From an optimization exercise on the open Yosys and OpenROAD flow, aimed at small area; shortcuts taken in it are not production practice.
RTL that was checked went through simulation tests only; none was proved equivalent to the original.
No activity file was given, so power comes from the tool's default toggle rates.

==> inputs of branch cedar <==
==> flow/design.v <==
module stream_parser #(
  parameter int NUM_STREAMS = 32,
  parameter int MAX_BYTES   = 37,
  parameter int QDEPTH      = 2
) (
  input  logic                   clk,
  input  logic                   reset,
  input  logic [31:0]            dataIn,
  input  logic                   dataIn_val,
  output logic                   dataIn_ready,
  input  logic                   dataIN_last,
  output logic [MAX_BYTES*8-1:0] dataOut,
  output logic [8:0]             dataOut_bytes,
  output logic [15:0]            dataOut_stream,
  output logic [31:0]            dataOut_seq,
  output logic                   dataOut_val,
  input  logic                   dataOut_ready,
  output logic                   packetLost,
  output logic                   lenError
);
  localparam int NW = (MAX_BYTES + 3) / 4;    
  typedef enum logic [2:0] {IDLE, GET_SEQ, GET_DATA, DRAIN, COMMIT} stateType;
  stateType    stateReg;
  logic        lenErrorReg;
  logic [5:0]  bytesReg;         
  logic [3:0]  wordReg;          
  logic [15:0] streamReg;
  logic [31:0] seqReg;
  logic [1:0]  cntReg;
  logic        rdReg;
  logic        slotLost [2];
  logic        phReg;
  logic [7:0]  payA [MAX_BYTES], payB [MAX_BYTES];
  logic [5:0]  bytesA, bytesB;
  logic [15:0] streamA, streamB;
  logic [31:0] seqA, seqB;
  logic [31:0] stageReg;
  logic [3:0]  stageGrp;
  logic        stageV;
  logic        inAsm, wrAtB, headAtA;
  logic [NUM_STREAMS-1:0] seqValid;
  logic        accept, push, pop, full, wr;
  logic [15:0] headerLen;
  logic        badLen, finalWord;
  logic [3:0]  lastWord;
  logic [4:0]  idx;
  logic [31:0] prevSeq;
  logic        lostNow;
  assign headerLen = dataIn[31:16];
  assign badLen    = (headerLen < 16'd9) || (headerLen > 16'(MAX_BYTES + 8));
  assign lastWord  = 4'((bytesReg - 6'd1) >> 2);
  assign finalWord = (wordReg == lastWord);
  assign full         = cntReg[1];
  assign dataIn_ready = (stateReg != COMMIT) && !((stateReg == GET_DATA) && full);
  assign accept       = dataIn_val && dataIn_ready;
  assign push         = (stateReg == COMMIT);
  assign pop          = dataOut_val && dataOut_ready;
  assign wr           = rdReg ^ cntReg[0];    
  always_ff @(posedge clk) begin
    if (reset) begin
      stateReg    <= IDLE;
      lenErrorReg <= 1'b0;
    end else begin
      lenErrorReg <= 1'b0;
      case (stateReg)
        IDLE: if (accept) begin
          if (dataIN_last) lenErrorReg <= 1'b1;
          else if (badLen) begin
            lenErrorReg <= 1'b1;
            stateReg    <= DRAIN;
          end else stateReg <= GET_SEQ;
        end
        GET_SEQ: if (accept) begin
          if (dataIN_last) begin
            lenErrorReg <= 1'b1;
            stateReg    <= IDLE;
          end else stateReg <= GET_DATA;
        end
        GET_DATA: if (accept) begin
          if (finalWord) begin
            if (dataIN_last) stateReg <= COMMIT;
            else begin
              lenErrorReg <= 1'b1;
              stateReg    <= DRAIN;
            end
          end else if (dataIN_last) begin
            lenErrorReg <= 1'b1;
            stateReg    <= IDLE;
          end
        end
        DRAIN: if (accept && dataIN_last) stateReg <= IDLE;
        default: stateReg <= IDLE;
      endcase
    end
  end
  always_ff @(posedge clk) begin
    if (stateReg == IDLE && accept) begin
      bytesReg  <= 6'(headerLen[5:0] - 6'd8);
      streamReg <= dataIn[15:0];
    end
    if (stateReg == GET_SEQ && accept) seqReg <= dataIn;
    if (stateReg == IDLE) wordReg <= '0;
    else if (stateReg == GET_DATA && accept) wordReg <= wordReg + 4'd1;
  end
  assign inAsm   = (stateReg == GET_DATA) && !full;
  assign wrAtB   = (phReg != wr);
  assign headAtA = (phReg == rdReg);
  logic [31:0] busE, busO;
  always_ff @(posedge clk) begin
    if (reset) begin
      phReg  <= 1'b0;
      stageV <= 1'b0;
    end else begin
      phReg  <= ~phReg;
      stageV <= accept && inAsm && !wrAtB;
    end
    stageReg <= dataIn;
    stageGrp <= wordReg;
  end
  assign busE = (stageV && !stageGrp[0]) ? stageReg : dataIn;
  assign busO = (stageV &&  stageGrp[0]) ? stageReg : dataIn;
  for (genvar b = 0; b < MAX_BYTES; b++) begin : gByte
    logic wen;
    assign wen = (inAsm && wrAtB && (wordReg == 4'(b / 4))) ||
                 (stageV && (stageGrp == 4'(b / 4)));
    always_ff @(posedge clk) begin
      payB[b] <= payA[b];
      if (wen) payA[b] <= ((b / 4) % 2 == 0) ? busE[31-8*(b%4) -: 8]
                                             : busO[31-8*(b%4) -: 8];
      else     payA[b] <= payB[b];
    end
  end
  always_ff @(posedge clk) begin
    bytesB  <= bytesA;
    streamB <= streamA;
    seqB    <= seqA;
    if ((inAsm || push) && wrAtB) begin
      bytesA  <= bytesReg;
      streamA <= streamReg;
      seqA    <= seqReg;
    end else begin
      bytesA  <= bytesB;
      streamA <= streamB;
      seqA    <= seqB;
    end
  end
  for (genvar s = 0; s < 2; s++) begin : gSlot
    always_ff @(posedge clk) begin
      if (push && wr == s) slotLost[s] <= lostNow;
    end
  end
  always_ff @(posedge clk) begin
    if (reset) begin
      cntReg <= '0;
      rdReg  <= 1'b0;
    end else begin
      cntReg <= cntReg + {1'b0, push} - {1'b0, pop};
      if (pop) rdReg <= ~rdReg;
    end
  end
  logic [31:0] ring [NUM_STREAMS];
  logic [4:0]  rotReg;
  logic        lastValid;
  logic        lastSlot;
  logic [4:0]  lastIdx, wpos, ridx, rpos;
  logic [31:0] lastSeq, portVal, capReg;
  logic        aligned, hitLast;
  assign lastSlot = ~wr;
  assign lastIdx  = (phReg == lastSlot) ? streamA[4:0] : streamB[4:0];
  assign lastSeq  = (phReg == lastSlot) ? seqA : seqB;
  assign wpos     = lastIdx + rotReg + 5'd1;
  always_ff @(posedge clk) begin
    for (int p = 0; p < NUM_STREAMS; p++) begin
      if (p % 4 == 0 && lastValid && wpos == 5'(p)) ring[p] <= lastSeq;
      else ring[p] <= ring[(p + NUM_STREAMS - 1) % NUM_STREAMS];
    end
  end
  always_ff @(posedge clk) begin
    if (reset) begin
      rotReg    <= '0;
      lastValid <= 1'b0;
    end else begin
      rotReg <= rotReg + 5'd1;
      if (push) lastValid <= 1'b1;
    end
  end
  assign ridx    = (stateReg == IDLE) ? dataIn[4:0] : streamReg[4:0];
  assign rpos    = ridx + rotReg;
  assign aligned = (rpos[1:0] == 2'd0);
  assign portVal = ring[{rpos[4:2], 2'b00}];
  always_ff @(posedge clk) begin
    if (aligned) capReg <= portVal;
  end
  assign idx     = streamReg[4:0];
  assign hitLast = lastValid && (lastIdx == idx);
  assign prevSeq = hitLast ? lastSeq :
                   seqValid[idx] ? (aligned ? portVal : capReg) : 32'd0;
  assign lostNow = (seqReg != prevSeq + 32'd1);
  always_ff @(posedge clk) begin
    if (reset) seqValid <= '0;
    else if (push) seqValid[idx] <= 1'b1;
  end
  logic [5:0] headBytes;
  assign headBytes = headAtA ? bytesA : bytesB;
  for (genvar b = 0; b < MAX_BYTES; b++) begin : gOut
    logic keep;
    assign keep = (6'(b) < headBytes);
    assign dataOut[(MAX_BYTES-1-b)*8 +: 8] =
      ({8{keep && headAtA}} & payA[b]) | ({8{keep && !headAtA}} & payB[b]);
  end
  assign dataOut_val    = (cntReg != 2'd0);
  assign dataOut_bytes  = {3'b000, headBytes};
  assign dataOut_stream = headAtA ? streamA : streamB;
  assign dataOut_seq    = headAtA ? seqA : seqB;
  assign packetLost     = slotLost[rdReg];
  assign lenError       = lenErrorReg;
endmodule
==> flow/run.sh <==
#!/bin/bash
# synth_recipe.tcl (not shown) runs the flow's synth.tcl, then flattens the netlist and writes it again
# the make line also repeats each setting of config.mk as NAME=value (left out here)
make -C /OpenROAD-flow-scripts/flow DESIGN_CONFIG=/design/flow/config.mk WORK_HOME=/design/flow/orfs CLKGATE_MAP_FILE= SYNTH_SCRIPT=/design/flow/synth_recipe.tcl finish
==> flow/config.mk <==
export PLATFORM = sky130hd
export DESIGN_NAME = stream_parser
export DESIGN_NICKNAME = stream_parser
export VERILOG_FILES = /design/flow/design.v
export SDC_FILE = /design/flow/constraint.sdc
export NUM_CORES = 4
export LEC_CHECK = 0
export ABC_AREA = 1
export CAP_MARGIN = 20
export CORE_MARGIN = 2
export CORE_UTILIZATION = 60
export GPL_TIMING_DRIVEN = 0
export SLEW_MARGIN = 20
==> flow/constraint.sdc <==
create_clock -name core_clock -period 6.0 [get_ports {clk}]
set_input_delay 1.2000 -clock core_clock [delete_from_list [all_inputs] [get_ports {clk}]]
set_output_delay 1.2000 -clock core_clock [all_outputs]
set_load 0.01 [all_outputs]
==> branch garnet (differences from branch cedar) <==
--- a/flow/design.v
+++ b/flow/design.v
@@ -39,5 +39,4 @@
   logic        stageV;
   logic        inAsm, wrAtB, headAtA;
-  logic [NUM_STREAMS-1:0] seqValid;
   logic        accept, push, pop, full, wr;
   logic [15:0] headerLen;
@@ -105,5 +104,8 @@
   assign inAsm   = (stateReg == GET_DATA) && !full;
   assign wrAtB   = (phReg != wr);
-  assign headAtA = (phReg == rdReg);
+  always_ff @(posedge clk) begin
+    if (reset) headAtA <= 1'b1;
+    else       headAtA <= (~phReg == (rdReg ^ pop));
+  end
   logic [31:0] busE, busO;
   always_ff @(posedge clk) begin
@@ -159,20 +161,30 @@
     end
   end
-  logic [31:0] ring [NUM_STREAMS];
-  logic [4:0]  rotReg;
-  logic        lastValid;
+  localparam int NRING = NUM_STREAMS / 4;
+  logic [31:0] ring [NRING][4];
+  logic [1:0]  rotReg, clrCnt;
+  logic        lastValid, clr;
   logic        lastSlot;
-  logic [4:0]  lastIdx, wpos, ridx, rpos;
-  logic [31:0] lastSeq, portVal, capReg;
-  logic        aligned, hitLast;
+  logic [4:0]  lastIdx, ridx;
+  logic [31:0] lastSeq, seqM1, wrData;
+  logic [31:0] portVal, capReg, src;
+  logic        wAligned, aligned, hitLast;
   assign lastSlot = ~wr;
   assign lastIdx  = (phReg == lastSlot) ? streamA[4:0] : streamB[4:0];
   assign lastSeq  = (phReg == lastSlot) ? seqA : seqB;
-  assign wpos     = lastIdx + rotReg + 5'd1;
-  always_ff @(posedge clk) begin
-    for (int p = 0; p < NUM_STREAMS; p++) begin
-      if (p % 4 == 0 && lastValid && wpos == 5'(p)) ring[p] <= lastSeq;
-      else ring[p] <= ring[(p + NUM_STREAMS - 1) % NUM_STREAMS];
-    end
+  assign wAligned = (2'(lastIdx[1:0] + rotReg) == 2'd3);
+  assign clr      = reset || (clrCnt != 2'd0);
+  assign wrData   = ({32{!clr && (phReg == lastSlot)}} & seqA) |
+                    ({32{!clr && (phReg != lastSlot)}} & seqB);
+  for (genvar j = 0; j < NRING; j++) begin : gRing
+    always_ff @(posedge clk) begin
+      for (int q = 1; q < 4; q++) ring[j][q] <= ring[j][q-1];
+      if (clr || (lastValid && wAligned && lastIdx[4:2] == 3'(j))) ring[j][0] <= wrData;
+      else ring[j][0] <= ring[j][3];
+    end
+  end
+  always_ff @(posedge clk) begin
+    if (reset) clrCnt <= 2'd3;
+    else if (clrCnt != 2'd0) clrCnt <= clrCnt - 2'd1;
   end
   always_ff @(posedge clk) begin
@@ -181,12 +193,11 @@
       lastValid <= 1'b0;
     end else begin
-      rotReg <= rotReg + 5'd1;
+      rotReg <= rotReg + 2'd1;
       if (push) lastValid <= 1'b1;
     end
   end
   assign ridx    = (stateReg == IDLE) ? dataIn[4:0] : streamReg[4:0];
-  assign rpos    = ridx + rotReg;
-  assign aligned = (rpos[1:0] == 2'd0);
-  assign portVal = ring[{rpos[4:2], 2'b00}];
+  assign aligned = (2'(ridx[1:0] + rotReg) == 2'd0);
+  assign portVal = ring[ridx[4:2]][0];
   always_ff @(posedge clk) begin
     if (aligned) capReg <= portVal;
@@ -194,18 +205,16 @@
   assign idx     = streamReg[4:0];
   assign hitLast = lastValid && (lastIdx == idx);
-  assign prevSeq = hitLast ? lastSeq :
-                   seqValid[idx] ? (aligned ? portVal : capReg) : 32'd0;
-  assign lostNow = (seqReg != prevSeq + 32'd1);
-  always_ff @(posedge clk) begin
-    if (reset) seqValid <= '0;
-    else if (push) seqValid[idx] <= 1'b1;
-  end
+  assign src     = aligned ? portVal : capReg;
+  assign prevSeq = hitLast ? lastSeq : src;
+  assign seqM1   = seqReg - 32'd1;
+  assign lostNow = (prevSeq != seqM1);
   logic [5:0] headBytes;
   assign headBytes = headAtA ? bytesA : bytesB;
   for (genvar b = 0; b < MAX_BYTES; b++) begin : gOut
-    logic keep;
-    assign keep = (6'(b) < headBytes);
+    logic keepA, keepB;
+    assign keepA = (6'(b) < bytesA);
+    assign keepB = (6'(b) < bytesB);
     assign dataOut[(MAX_BYTES-1-b)*8 +: 8] =
-      ({8{keep && headAtA}} & payA[b]) | ({8{keep && !headAtA}} & payB[b]);
+      ({8{keepA && headAtA}} & payA[b]) | ({8{keepB && !headAtA}} & payB[b]);
   end
   assign dataOut_val    = (cntReg != 2'd0);
==> flow/flow/run.sh (new file) <==
#!/bin/bash
# The standard layout (standard.sh: the ORFS flow with the standard
# synthesis, unchanged) with a few OpenROAD options changed:
#  - the buffers Yosys/ABC put in are removed at floorplan, as placement
#    repair re-buffers what needs it;
#  - every input and output port still gets its own buffer, a buf_1;
#  - the clock tree uses clkbuf_8 buffers, sink clusters of up to 20 and
#    no dummy loads.
# ORFS's own logs stay under orfs/logs; the make output goes to standard.log.
set -euo pipefail
export REMOVE_ABC_BUFFERS=1
export BUFFER_PORTS_ARGS="-buffer_cell sky130_fd_sc_hd__buf_1"
export CTS_ARGS="-sink_clustering_enable -repair_clock_nets -dont_use_dummy_load -buf_list {sky130_fd_sc_hd__clkbuf_8} -sink_clustering_size 24 -sink_clustering_max_diameter 40"
bash standard.sh > standard.log 2>&1
==> flow/standard.sh (new file) <==
#!/bin/bash
# synth_recipe.tcl (not shown) runs the flow's synth.tcl, then flattens the netlist and writes it again
# the make line also repeats each setting of config.mk as NAME=value (left out here)
make -C /OpenROAD-flow-scripts/flow DESIGN_CONFIG=/design/flow/config.mk WORK_HOME=/design/flow/orfs CLKGATE_MAP_FILE= SYNTH_SCRIPT=/design/flow/synth_recipe.tcl "${@:-finish}"
Settings changed: ABC_AREA 1 to not set, CAP_MARGIN 20 to 10, CORE_UTILIZATION 60 to 68, SLEW_MARGIN 20 to 10.
removed: flow/run.sh
==> branch maple (differences from branch cedar) <==
--- a/flow/design.v
+++ b/flow/design.v
@@ -39,5 +39,4 @@
   logic        stageV;
   logic        inAsm, wrAtB, headAtA;
-  logic [NUM_STREAMS-1:0] seqValid;
   logic        accept, push, pop, full, wr;
   logic [15:0] headerLen;
@@ -159,19 +158,25 @@
     end
   end
-  logic [31:0] ring [NUM_STREAMS];
-  logic [4:0]  rotReg;
+  localparam int NRING = NUM_STREAMS / 4;
+  logic [32:0] ring [NRING][4];
+  logic [1:0]  rotReg;
   logic        lastValid;
   logic        lastSlot;
-  logic [4:0]  lastIdx, wpos, ridx, rpos;
-  logic [31:0] lastSeq, portVal, capReg;
-  logic        aligned, hitLast;
+  logic [4:0]  lastIdx, ridx;
+  logic [31:0] lastSeq, seqM1;
+  logic [32:0] portVal, capReg, src;
+  logic        wAligned, aligned, hitLast;
   assign lastSlot = ~wr;
   assign lastIdx  = (phReg == lastSlot) ? streamA[4:0] : streamB[4:0];
   assign lastSeq  = (phReg == lastSlot) ? seqA : seqB;
-  assign wpos     = lastIdx + rotReg + 5'd1;
-  always_ff @(posedge clk) begin
-    for (int p = 0; p < NUM_STREAMS; p++) begin
-      if (p % 4 == 0 && lastValid && wpos == 5'(p)) ring[p] <= lastSeq;
-      else ring[p] <= ring[(p + NUM_STREAMS - 1) % NUM_STREAMS];
+  assign wAligned = (2'(lastIdx[1:0] + rotReg) == 2'd3);
+  for (genvar j = 0; j < NRING; j++) begin : gRing
+    always_ff @(posedge clk) begin
+      for (int q = 1; q < 4; q++) begin
+        ring[j][q][31:0] <= ring[j][q-1][31:0];
+        ring[j][q][32]   <= ring[j][q-1][32] && !reset;
+      end
+      if (lastValid && !reset && wAligned && lastIdx[4:2] == 3'(j)) ring[j][0] <= {1'b1, lastSeq};
+      else ring[j][0] <= {ring[j][3][32] && !reset, ring[j][3][31:0]};
     end
   end
@@ -181,12 +186,11 @@
       lastValid <= 1'b0;
     end else begin
-      rotReg <= rotReg + 5'd1;
+      rotReg <= rotReg + 2'd1;
       if (push) lastValid <= 1'b1;
     end
   end
   assign ridx    = (stateReg == IDLE) ? dataIn[4:0] : streamReg[4:0];
-  assign rpos    = ridx + rotReg;
-  assign aligned = (rpos[1:0] == 2'd0);
-  assign portVal = ring[{rpos[4:2], 2'b00}];
+  assign aligned = (2'(ridx[1:0] + rotReg) == 2'd0);
+  assign portVal = ring[ridx[4:2]][0];
   always_ff @(posedge clk) begin
     if (aligned) capReg <= portVal;
@@ -194,11 +198,8 @@
   assign idx     = streamReg[4:0];
   assign hitLast = lastValid && (lastIdx == idx);
-  assign prevSeq = hitLast ? lastSeq :
-                   seqValid[idx] ? (aligned ? portVal : capReg) : 32'd0;
-  assign lostNow = (seqReg != prevSeq + 32'd1);
-  always_ff @(posedge clk) begin
-    if (reset) seqValid <= '0;
-    else if (push) seqValid[idx] <= 1'b1;
-  end
+  assign src     = aligned ? portVal : capReg;
+  assign prevSeq = hitLast ? lastSeq : (src[32] ? src[31:0] : 32'd0);
+  assign seqM1   = seqReg - 32'd1;
+  assign lostNow = (prevSeq != seqM1);
   logic [5:0] headBytes;
   assign headBytes = headAtA ? bytesA : bytesB;
Settings changed: ABC_AREA 1 to not set, CORE_UTILIZATION 60 to 55, CTS_BUF_LIST set to sky130_fd_sc_hd__clkbuf_8, CTS_CLUSTER_DIAMETER set to 50, CTS_CLUSTER_SIZE set to 16.
==> branch umber (differences from branch cedar) <==
--- a/flow/design.v
+++ b/flow/design.v
@@ -39,5 +39,4 @@
   logic        stageV;
   logic        inAsm, wrAtB, headAtA;
-  logic [NUM_STREAMS-1:0] seqValid;
   logic        accept, push, pop, full, wr;
   logic [15:0] headerLen;
@@ -105,5 +104,8 @@
   assign inAsm   = (stateReg == GET_DATA) && !full;
   assign wrAtB   = (phReg != wr);
-  assign headAtA = (phReg == rdReg);
+  always_ff @(posedge clk) begin
+    if (reset) headAtA <= 1'b1;
+    else       headAtA <= (~phReg == (rdReg ^ pop));
+  end
   logic [31:0] busE, busO;
   always_ff @(posedge clk) begin
@@ -159,19 +161,25 @@
     end
   end
-  logic [31:0] ring [NUM_STREAMS];
-  logic [4:0]  rotReg;
+  localparam int NRING = NUM_STREAMS / 4;
+  logic [32:0] ring [NRING][4];
+  logic [1:0]  rotReg;
   logic        lastValid;
   logic        lastSlot;
-  logic [4:0]  lastIdx, wpos, ridx, rpos;
-  logic [31:0] lastSeq, portVal, capReg;
-  logic        aligned, hitLast;
+  logic [4:0]  lastIdx, ridx;
+  logic [31:0] lastSeq, seqM1;
+  logic [32:0] portVal, capReg, src;
+  logic        wAligned, aligned, hitLast;
   assign lastSlot = ~wr;
   assign lastIdx  = (phReg == lastSlot) ? streamA[4:0] : streamB[4:0];
   assign lastSeq  = (phReg == lastSlot) ? seqA : seqB;
-  assign wpos     = lastIdx + rotReg + 5'd1;
-  always_ff @(posedge clk) begin
-    for (int p = 0; p < NUM_STREAMS; p++) begin
-      if (p % 4 == 0 && lastValid && wpos == 5'(p)) ring[p] <= lastSeq;
-      else ring[p] <= ring[(p + NUM_STREAMS - 1) % NUM_STREAMS];
+  assign wAligned = (2'(lastIdx[1:0] + rotReg) == 2'd3);
+  for (genvar j = 0; j < NRING; j++) begin : gRing
+    always_ff @(posedge clk) begin
+      for (int q = 1; q < 4; q++) begin
+        ring[j][q][31:0] <= ring[j][q-1][31:0];
+        ring[j][q][32]   <= ring[j][q-1][32] && !reset;
+      end
+      if (lastValid && !reset && wAligned && lastIdx[4:2] == 3'(j)) ring[j][0] <= {1'b1, lastSeq};
+      else ring[j][0] <= {ring[j][3][32] && !reset, ring[j][3][31:0]};
     end
   end
@@ -181,12 +189,11 @@
       lastValid <= 1'b0;
     end else begin
-      rotReg <= rotReg + 5'd1;
+      rotReg <= rotReg + 2'd1;
       if (push) lastValid <= 1'b1;
     end
   end
   assign ridx    = (stateReg == IDLE) ? dataIn[4:0] : streamReg[4:0];
-  assign rpos    = ridx + rotReg;
-  assign aligned = (rpos[1:0] == 2'd0);
-  assign portVal = ring[{rpos[4:2], 2'b00}];
+  assign aligned = (2'(ridx[1:0] + rotReg) == 2'd0);
+  assign portVal = ring[ridx[4:2]][0];
   always_ff @(posedge clk) begin
     if (aligned) capReg <= portVal;
@@ -194,18 +201,16 @@
   assign idx     = streamReg[4:0];
   assign hitLast = lastValid && (lastIdx == idx);
-  assign prevSeq = hitLast ? lastSeq :
-                   seqValid[idx] ? (aligned ? portVal : capReg) : 32'd0;
-  assign lostNow = (seqReg != prevSeq + 32'd1);
-  always_ff @(posedge clk) begin
-    if (reset) seqValid <= '0;
-    else if (push) seqValid[idx] <= 1'b1;
-  end
+  assign src     = aligned ? portVal : capReg;
+  assign prevSeq = hitLast ? lastSeq : (src[32] ? src[31:0] : 32'd0);
+  assign seqM1   = seqReg - 32'd1;
+  assign lostNow = (prevSeq != seqM1);
   logic [5:0] headBytes;
   assign headBytes = headAtA ? bytesA : bytesB;
   for (genvar b = 0; b < MAX_BYTES; b++) begin : gOut
-    logic keep;
-    assign keep = (6'(b) < headBytes);
+    logic keepA, keepB;
+    assign keepA = (6'(b) < bytesA);
+    assign keepB = (6'(b) < bytesB);
     assign dataOut[(MAX_BYTES-1-b)*8 +: 8] =
-      ({8{keep && headAtA}} & payA[b]) | ({8{keep && !headAtA}} & payB[b]);
+      ({8{keepA && headAtA}} & payA[b]) | ({8{keepB && !headAtA}} & payB[b]);
   end
   assign dataOut_val    = (cntReg != 2'd0);
==> flow/flow/run.sh (new file) <==
#!/bin/bash
# The standard layout (standard.sh: the ORFS flow with the standard
# synthesis, unchanged) with a few OpenROAD options changed:
#  - the buffers Yosys/ABC put in are removed at floorplan, as placement
#    repair re-buffers what needs it;
#  - every input and output port still gets its own buffer, a buf_1;
#  - the clock tree uses clkbuf_8 buffers, sink clusters of up to 16 and
#    no dummy loads.
# ORFS's own logs stay under orfs/logs; the make output goes to standard.log.
set -euo pipefail
export REMOVE_ABC_BUFFERS=1
export BUFFER_PORTS_ARGS="-buffer_cell sky130_fd_sc_hd__buf_1"
export CTS_ARGS="-sink_clustering_enable -repair_clock_nets -dont_use_dummy_load -buf_list {sky130_fd_sc_hd__clkbuf_8} -sink_clustering_size 16 -sink_clustering_max_diameter 50"
bash standard.sh > standard.log 2>&1
==> flow/standard.sh (new file) <==
#!/bin/bash
# synth_recipe.tcl (not shown) runs the flow's synth.tcl, then flattens the netlist and writes it again
# the make line also repeats each setting of config.mk as NAME=value (left out here)
make -C /OpenROAD-flow-scripts/flow DESIGN_CONFIG=/design/flow/config.mk WORK_HOME=/design/flow/orfs CLKGATE_MAP_FILE= SYNTH_SCRIPT=/design/flow/synth_recipe.tcl "${@:-finish}"
Settings changed: ABC_AREA 1 to not set, CORE_UTILIZATION 60 to 55.
removed: flow/run.sh
==> results.txt <==
metric                                                                        branch umber             branch cedar              branch maple            branch garnet
Number of non-clock buffers                                                            447                      631                       660                      442
Worst hold slack                                                                    291 ps                   315 ps                    316 ps                   254 ps
Met3 Resource Use GR                                                                0.0718                   0.0682                    0.0859                   0.0964
FF-to-FF End                                                                   slotLost[1]              slotLost[0]               slotLost[1]              slotLost[0]
Post-Synth XOR/XNOR Area                                                            0.0103                  0.00431                    0.0109                   0.0153
Summed area of non-filler cells in the final layout                              61200 um2                70600 um2                 64800 um2                60200 um2
Synth cell types                                                                        83                       54                        88                       86
Worst setup slack after layout                                                      342 ps                   128 ps                  -19.5 ps                   359 ps
Number of antenna violations at the first check in global routing                       16                       15                        17                        9
End-of-flow core utilization                                                         0.612                    0.728                     0.646                    0.749
Sum of routed wire length over all layers                                        155000 um                174000 um                 184000 um                149000 um
Bufs and invs on worst path                                                              1                        4                         4                        0
Worst slew margin relative to its limit                                              0.187                    0.180                     0.165                    0.111
Largest incremental delay on the critical path                                      880 ps                   700 ps                    570 ps                  1000 ps
Synthesized area per cell                                                         11.7 um2                 9.86 um2                  11.1 um2                 11.9 um2
Overall power consumption                                                          28.2 mW                  35.9 mW                   31.9 mW                  27.6 mW
Fmax                                                                               177 MHz                  170 MHz                   166 MHz                  177 MHz
Run status                                                         complete, no violations  complete, no violations  finished with violations  complete, no violations
Layout check failures                                                                    -                        -      negative setup slack                        -
Area used by multi-input combinational logic                                     16100 um2                17200 um2                 16500 um2                16100 um2
Function not checked in branch cedar and branch maple: the RTL went through the layout flow alone.

[port drivers added, routing unchanged]
No port has a modelled driver above. Below, the same layouts with a new extraction and two added sets of constraints. Step 1 (the two cells are an assumption about what drives the block):
set clk [get_ports {clk}]
set_driving_cell -lib_cell sky130_fd_sc_hd__clkbuf_16 $clk
set_driving_cell -lib_cell sky130_fd_sc_hd__buf_2 [delete_from_list [all_inputs] $clk]
Step 2 moves the port delays by t, midway between the first and last clock arrival at a register: inputs arrive t later, outputs are due t later. That takes back most of the time a late clock gives input paths. a / b / c = ideal / step 1 / step 2; a / b = the first two.
run | t (ns) | slack for setup (ns) | worst hold slack (ns) | worst setup path at the end | slew at the worst register clock pin (ns)
branch cedar | 0.843 | 0.128 / 0.058 / -0.519 | 0.315 / 0.315 / 0.315 | input to register | 0.07 / 0.07
branch garnet | 0.875 | 0.359 / 0.359 / -0.344 | 0.254 / 0.254 / 0.254 | input to register | 0.13 / 0.13
branch maple | 0.968 | -0.020 / -0.096 / -0.907 | 0.316 / 0.316 / 0.316 | input to register | 0.10 / 0.10
branch umber | 0.901 | 0.342 / 0.342 / -0.385 | 0.291 / 0.291 / 0.291 | input to register | 0.10 / 0.10
Met with ideal ports but missed after step 2: setup timing in branch cedar, branch garnet and branch umber. For branch maple, which loses most, drivers alone change the setup slack by -0.076 ns; drivers and shift together by -0.887 ns.
